This design comes from an exercise in tuning for small area, a short achievable clock period and few clock cycles per item on the open sky130 flow, not from production work.
The RTL was checked by simulation tests, not by an equivalence proof against the original design.

==> flow/design.v (excerpt) <==
module fc_top (
  input  logic        clk,
  input  logic        rst_n,
  input  logic        act_valid,
  input  logic [15:0] act_data,
  output logic        act_ready,
  input  logic        weight_valid,
  input  logic [23:0] weight_data,
  output logic        weight_ready,
  output logic        result_valid,
  output logic [48:0] result,
  input  logic        result_ready
);
Size: roughly 540 flip-flops, ~97 I/O pins.
Settings: LEC_CHECK=0, ABC_CLOCK_PERIOD_IN_PS=2600, CAP_MARGIN=20, CORE_MARGIN=2, CORE_UTILIZATION=40, CTS_BUF_LIST=sky130_fd_sc_hd__clkbuf_8 sky130_fd_sc_hd__clkbuf_16, CTS_CLUSTER_DIAMETER=80, CTS_CLUSTER_SIZE=24, PLACE_DENSITY=0.7, SETUP_SLACK_MARGIN=3.6, SLEW_MARGIN=20; clock period 6.0 ns.
standard.sh (not shown) runs the stock make flow with config.mk's settings and CLKGATE_MAP_FILE= SYNTH_SCRIPT=/design/flow/synth_recipe.tcl, a recipe that flattens the netlist after the stock synthesis.
==> flow/flow/run.sh <==
#!/bin/bash
# The standard layout (the standard.sh, unchanged synthesis and steps), with
# one change: the port buffers that placement inserts are plain buf_2 cells
# rather than the delay-cell buffers the resizer picks by default, which later
# repair (restricted to the same cell footprint) cannot resize.
set -euo pipefail
bash standard.sh "BUFFER_PORTS_ARGS=-buffer_cell sky130_fd_sc_hd__buf_2" finish > standard.log 2>&1
The baseline finished clean.
Testbench counts at the start, summed over its fixed seeds: cycles 5,160, vectors 320.
==> next run, changes <==
PLACE_DENSITY = 0.6   (was 0.7)
SETUP_SLACK_MARGIN = 3.65   (was 3.6)
What happened:
- via count is higher by 2.9%
- core utilization is higher by 1.8 points
- hold slack gains 0.0041 ns
==> next run, changes <==
SETUP_SLACK_MARGIN = 3.7   (was 3.65)
TNS_END_PERCENT = 10   (was unset)
Global-route usage went down by 0.49 points.
Synthesized cell count stays the same.

* * *

Another version of the RTL of fc_top (not shown whole).
Size: roughly 2500 cells after synthesis, ~540 flip-flops, roughly 97 I/O pins, about 0.028 mm² of cells after synthesis.
clock: 6.0 ns
lec_check: 0
abc_clock_period_in_ps: 2600
cap_margin: 20
core_margin: 2
core_utilization: 40
cts_buf_list: sky130_fd_sc_hd__clkbuf_4 sky130_fd_sc_hd__clkbuf_8
cts_cluster_size: 25
place_density: 0.6
setup_slack_margin: 3.65
slew_margin: 20
Scripts as last shown in full above: flow/flow/run.sh
Testbench counts at the start, summed over its fixed seeds: cycles 5,160, vectors 320.
Edit:
--- a/flow/config.mk
+++ b/flow/config.mk
@@ -10,7 +10,8 @@
 export CORE_MARGIN = 2
 export CORE_UTILIZATION = 40
-export CTS_BUF_LIST = sky130_fd_sc_hd__clkbuf_4 sky130_fd_sc_hd__clkbuf_8
-export CTS_CLUSTER_SIZE = 25
+export CTS_BUF_LIST = sky130_fd_sc_hd__clkbuf_16
+export CTS_CLUSTER_DIAMETER = 100
+export CTS_CLUSTER_SIZE = 26
 export PLACE_DENSITY = 0.6
-export SETUP_SLACK_MARGIN = 3.65
+export SETUP_SLACK_MARGIN = 3.55
 export SLEW_MARGIN = 20
What happened: The new run ran to the end with no violations; cell count fell by 4.4%; synthesized area stays the same; via count fell by 4.7%; utilization fell by 3.0 points; clock skew fell by 0.010 ns; flip-flop and latch count is unchanged; first-iteration DRC count rose by 7.5%.
Edit:
--- a/flow/config.mk
+++ b/flow/config.mk
@@ -10,7 +10,6 @@
 export CORE_MARGIN = 2
 export CORE_UTILIZATION = 40
-export CTS_BUF_LIST = sky130_fd_sc_hd__clkbuf_16
-export CTS_CLUSTER_DIAMETER = 100
-export CTS_CLUSTER_SIZE = 26
+export CTS_BUF_LIST = sky130_fd_sc_hd__clkbuf_4 sky130_fd_sc_hd__clkbuf_8
+export CTS_CLUSTER_SIZE = 25
 export PLACE_DENSITY = 0.6
 export SETUP_SLACK_MARGIN = 3.55
Die area stays the same.
Non-clock buffer count climbs by 2.
Sequential share of layout area came out lower by 1.5 points.

* * *

## job 9747
fc_top, a different RTL version from the one above (not shown whole).
Size: about 520 flip-flops, about 0.027 sq mm of cells after synthesis.
Settings: LEC_CHECK=0, ABC_CLOCK_PERIOD_IN_PS=2600, CAP_MARGIN=20, CORE_MARGIN=2, CORE_UTILIZATION=40, CTS_BUF_LIST=sky130_fd_sc_hd__clkbuf_4 sky130_fd_sc_hd__clkbuf_8, CTS_CLUSTER_SIZE=25, PLACE_DENSITY=0.6, SETUP_SLACK_MARGIN=3.6, SLEW_MARGIN=20; clock period 6.0 ns.
run.sh (not shown) runs the stock make flow with config.mk's settings and CLKGATE_MAP_FILE= SYNTH_SCRIPT=/design/flow/synth_recipe.tcl, a recipe that flattens the netlist after the stock synthesis.
Stock flow here: none of the scripts above is used.
Job 9747 completed end to end with timing, DRC and antenna clean.
Testbench counts of job 9747, summed over its fixed seeds: cycles 5,160, vectors 320.
For job 650, these inputs were changed with respect to job 9747:
- SETUP_SLACK_MARGIN now 3.4, was 3.6
- CTS_BUF_LIST no longer set, was sky130_fd_sc_hd__clkbuf_4 sky130_fd_sc_hd__clkbuf_8
- CTS_CLUSTER_SIZE no longer set, was 25
## What came out
Job 650 completed; timing, DRC and antenna clean
The worst setup timing slack at the placement stage of job 650 falls short of that of job 9747 by 0.033 ns.
The design area of job 650 was superior to that of job 9747.
Going from job 9747 to job 650, insertion delay of the later-clocked pin in the worst-skew pair shrinks by 0.05 ns.
Job 650 vs. job 9747: number of flip-flops and latches was more or less identical; maximum frequency decreased 0.0085 GHz.
> inputs changed (job 650 -> job 7128)
- changing ABC_CLOCK_PERIOD_IN_PS from 2600 to 2300
- changing SETUP_SLACK_MARGIN from 3.4 to 3.7
Results
Job 7128 has sequential standard cell area above what job 650 had. Least setup slack across all paths after layout was higher in the run labelled job 7128. Diff job 7128..job 650 | die area | unchanged. The core of job 7128 is more densely filled than that of job 650. Comparing worst slew margin relative to its limit for job 650 and job 7128, the bigger number came from job 7128. In job 7128 relative to job 650, wire length of the first global-routing pass had gone up by a few percent.

-- static timing again, ports no longer ideal --
The results above use ideal ports. As a check the final layouts listed here were re-extracted and re-timed, cells and wires unchanged.
Step 1: set_driving_cell puts a clkbuf_16 on clk and a buf_2 on each other input, an assumption about the parent block.
Step 2 adds t to the input delays and takes it off the output delays; t is the mean of the earliest and latest rising clock arrival at the registers after step 1. Input paths then give back, and output paths get back, about the clock's delay inside the block.
Three values: ideal ports, drivers, drivers and shift; two values: the first two.
| run | t (ns) | setup WS [ns] | worst setup path after step 2 | worst slew at a driven data input, ns |
|---|---|---|---|---|
| the first run of note 1 | 0.651 | 3.592 / 3.533 / 3.133 | input to register | 0.10 |
| the second run of note 1 | 0.622 | 3.616 / 3.556 / 3.149 | input to register | 0.06 |
| the third run of note 1 | 0.643 | 3.622 / 3.560 / 3.146 | input to register | 0.04 |
| the first run of note 2 | 0.742 | 3.523 / 3.467 / 3.114 | input to register | 0.12 |
| the second run of note 2 | 0.667 | 3.592 / 3.533 / 3.071 | input to register | 0.13 |
| the third run of note 2 | 0.738 | 3.549 / 3.492 / 3.023 | input to register | 0.12 |
| job 9747 | 0.738 | 3.397 / 3.397 / 3.000 | input to register | 0.09 |
| job 650 | 0.672 | 3.338 / 3.338 / 2.850 | input to register | 0.04 |
| job 7128 | 0.674 | 3.420 / 3.420 / 3.208 | input to register | 0.04 |
After both steps every run listed still meets setup and hold. The setup slack of the third run of note 2, which loses most, moves by -0.057 ns with the drivers and by -0.526 ns with both steps.
